Context: an optimization exercise on an open-source flow, tuned for small area and a short achievable clock period. The choices shown serve that exercise and are no tape-out recipe. Only simulation tests tie the RTL to the original design; equivalence was not proved. Power and IR drop assume default switching activity.

== run A ==
Design dds_gain_decimator, start of the top module:
module dds_gain_decimator (
  input  logic        clock,
  input  logic        reset,
  input  logic        io_en,
  input  logic [31:0] io_in_value,
  input  logic [15:0] io_gain,
  input  logic [7:0]  io_decim,
  output logic        io_out_valid,
  output logic [31:0] io_out_bits,
  input  logic        io_out_ready,
  output logic [3:0]  io_level,
  output logic [15:0] io_overflow_cnt
);
  logic [31:0] a_q;
  logic [7:0]  bn, bo, bt;
  logic        amin_q, gmin_q;
  logic        v1;
  always_ff @(posedge clock) begin
    a_q <= io_in_value;
    for (int j = 0; j < 8; j++) begin
      bn[j] <= io_gain[2*j+1];
      bo[j] <= io_gain[2*j] ^ ((j == 0) ? 1'b0 : io_gain[2*j-1]);
      bt[j] <= io_gain[2*j+1] ? (!io_gain[2*j] && ((j == 0) ? 1'b1 : !io_gain[2*j-1]))
                              : ( io_gain[2*j] && ((j == 0) ? 1'b0 :  io_gain[2*j-1]));
    end
    amin_q <= (io_in_value == 32'h8000_0000);
    gmin_q <= (io_gain == 16'h8000);
  end
  always_ff @(posedge clock or negedge reset) begin
    if (!reset) v1 <= 1'b0;
    else        v1 <= io_en;
  end
  logic [31:0] a;
  assign a = {a_q[31:1], a_q[0] | (amin_q && gmin_q)};
  wire pp0_0 = ((bo[0] & a[0]) | (bt[0] & 1'b0)) ^ bn[0];
  wire pp0_1 = ((bo[0] & a[1]) | (bt[0] & a[0])) ^ bn[0];
  wire pp0_2 = ((bo[0] & a[2]) | (bt[0] & a[1])) ^ bn[0];
  wire pp0_3 = ((bo[0] & a[3]) | (bt[0] & a[2])) ^ bn[0];
  wire pp0_4 = ((bo[0] & a[4]) | (bt[0] & a[3])) ^ bn[0];
  wire pp0_5 = ((bo[0] & a[5]) | (bt[0] & a[4])) ^ bn[0];
  wire pp0_6 = ((bo[0] & a[6]) | (bt[0] & a[5])) ^ bn[0];
  wire pp0_7 = ((bo[0] & a[7]) | (bt[0] & a[6])) ^ bn[0];
  wire pp0_8 = ((bo[0] & a[8]) | (bt[0] & a[7])) ^ bn[0];
  wire pp0_9 = ((bo[0] & a[9]) | (bt[0] & a[8])) ^ bn[0];
  wire pp0_10 = ((bo[0] & a[10]) | (bt[0] & a[9])) ^ bn[0];
  ...
Size in the first run: roughly 110 I/O pins.
clock: 8.0 ns
lec_check: 0
cap_margin: 20
core_margin: 2
core_utilization: 65
cts_cluster_diameter: 100
cts_cluster_size: 30
setup_slack_margin: 5.0
slew_margin: 20
run.sh (not shown) runs the stock make flow with config.mk's settings and CLKGATE_MAP_FILE= SYNTH_SCRIPT=/design/flow/synth_recipe.tcl, a recipe that flattens the netlist after the stock synthesis.
The inputs of run B differ from those of run A as listed below.
--- a/flow/design.v
+++ b/flow/design.v
@@ -1160,61 +1160,63 @@
   assign cc[44] = sg5_35;
   assign cc[45] = sg5_36;
   assign cc[46] = sg5_37;
   logic [31:0] dec, dec_p, dec_c;
   assign dec_p = cp[46:15];
   assign dec_c = cc[46:15];
   assign dec   = dec_p ^ dec_c;
   logic [31:0] h_q;
   logic [31:0] mem [7];
+  logic [6:0]  rd, wr;
   logic [3:0]  level;
   logic        valid, empty, le1, full;
   logic [31:0] m_rd;
-  logic [6:0] rsel;
-  always_comb
-    for (int i = 0; i < 7; i++) rsel[i] = (level == 4'(i + 2));
-  assign m_rd = (mem[0] & {32{rsel[0]}}) | (mem[1] & {32{rsel[1]}}) |
-                (mem[2] & {32{rsel[2]}}) | (mem[3] & {32{rsel[3]}}) |
-                (mem[4] & {32{rsel[4]}}) | (mem[5] & {32{rsel[5]}}) |
-                (mem[6] & {32{rsel[6]}});
+  assign m_rd = (mem[0] & {32{rd[0]}}) | (mem[1] & {32{rd[1]}}) |
+                (mem[2] & {32{rd[2]}}) | (mem[3] & {32{rd[3]}}) |
+                (mem[4] & {32{rd[4]}}) | (mem[5] & {32{rd[5]}}) |
+                (mem[6] & {32{rd[6]}});
   assign empty = !valid;
   logic ready;
   assign ready = io_out_ready;
   logic [3:0] lvl_r, lvl_n, level_nx;
   assign lvl_r = level + {3'd0, dec_valid} - {3'd0, !empty};
   assign lvl_n = level + {3'd0, dec_valid && !full};
   assign level_nx = ready ? lvl_r : lvl_n;
-  logic m_push;
+  logic m_push, m_pop, m_we;
   assign m_push = dec_valid && (ready ? !le1 : (!empty && !full));
+  assign m_pop  = ready && !le1;
+  assign m_we   = ready || !full;
   logic [31:0] h_nx;
   always_comb begin
     for (int i = 0; i < 32; i++) begin
       logic x1, x0;
       x1 = dec_c[i] ? (le1   ? !dec_p[i] : m_rd[i]) : (le1   ? dec_p[i] : m_rd[i]);
       x0 = dec_c[i] ? (empty ? !dec_p[i] : h_q[i])  : (empty ? dec_p[i] : h_q[i]);
       h_nx[i] = ready ? x1 : x0;
     end
   end
   always_ff @(posedge clock) begin
-    if (m_push) begin
-      mem[0] <= dec;
-      for (int i = 1; i < 7; i++) mem[i] <= mem[i-1];
-    end
+    for (int i = 0; i < 7; i++)
+      if (m_we && wr[i]) mem[i] <= dec;
     h_q <= h_nx;
   end
   always_ff @(posedge clock or negedge reset) begin
     if (!reset) begin
+      rd    <= 7'd1;
+      wr    <= 7'd1;
       level <= '0;
       valid <= 1'b0;
       le1   <= 1'b1;
       full  <= 1'b0;
       io_overflow_cnt <= '0;
     end else begin
+      if (m_push) wr <= {wr[5:0], wr[6]};
+      if (m_pop)  rd <= {rd[5:0], rd[6]};
       level <= level_nx;
       valid <= (level_nx != 4'd0);
       le1   <= (level_nx <= 4'd1);
       full  <= (level_nx == 4'd8);
       if (dec_valid && full && !ready && io_overflow_cnt != 16'hFFFF)
         io_overflow_cnt <= io_overflow_cnt + 16'd1;
     end
   end
   assign io_out_valid = valid;
## What came out
- From run A to run B the numbers moved as follows: final critical path time including I/O delays and setup went down by 0.074 ns; clock transition time at the flip-flop clock pins of the worst setup and hold paths was more or less identical.
- Max area of the die across run B and run A: run B
- Of run B and run A, the higher area of the multi-input gates belongs to run B.
- Compared with run A, run B shows horizontal die dimension that has gone up slightly.
- Comparing run B and run A, the higher part of the total power dissipated in the clock network is on run A.
- Looking at clock-buffer cell count across run B and run A, the one that comes out lower is run A.
- NOTE: combinational-cell power consumption in run B exceeds that of run A
- Run B vs run A, post-layout instance area went up by about 1.8%.

[static timing again, ports no longer ideal]
No port has a modelled driver above. Below, the same layouts with a new extraction and two added sets of constraints.
Step 1 sets driving cells, clkbuf_16 on the clock port and buf_2 on the other inputs (assumed; they add their load-dependent delay and slew).
Step 2 times the ports against the registers' clock, not the clock port: input delays grow and output delays shrink by t, the midpoint of the rising clock arrivals with the driver on.
Three values: ideal, step 1, step 2; two values: the first two.
run	shift t [ns]	setup WS [ns]	worst setup path after step 2	pins driven straight from the clock port
run A	0.605	4.959 / 4.974 / 4.380	input to register	1
run B	0.618	5.033 / 5.004 / 4.536	input to register	1
After both steps setup and hold are still met in every run listed. The setup slack of run A, which loses most, moves by +0.015 ns with the drivers and by -0.579 ns with both steps.
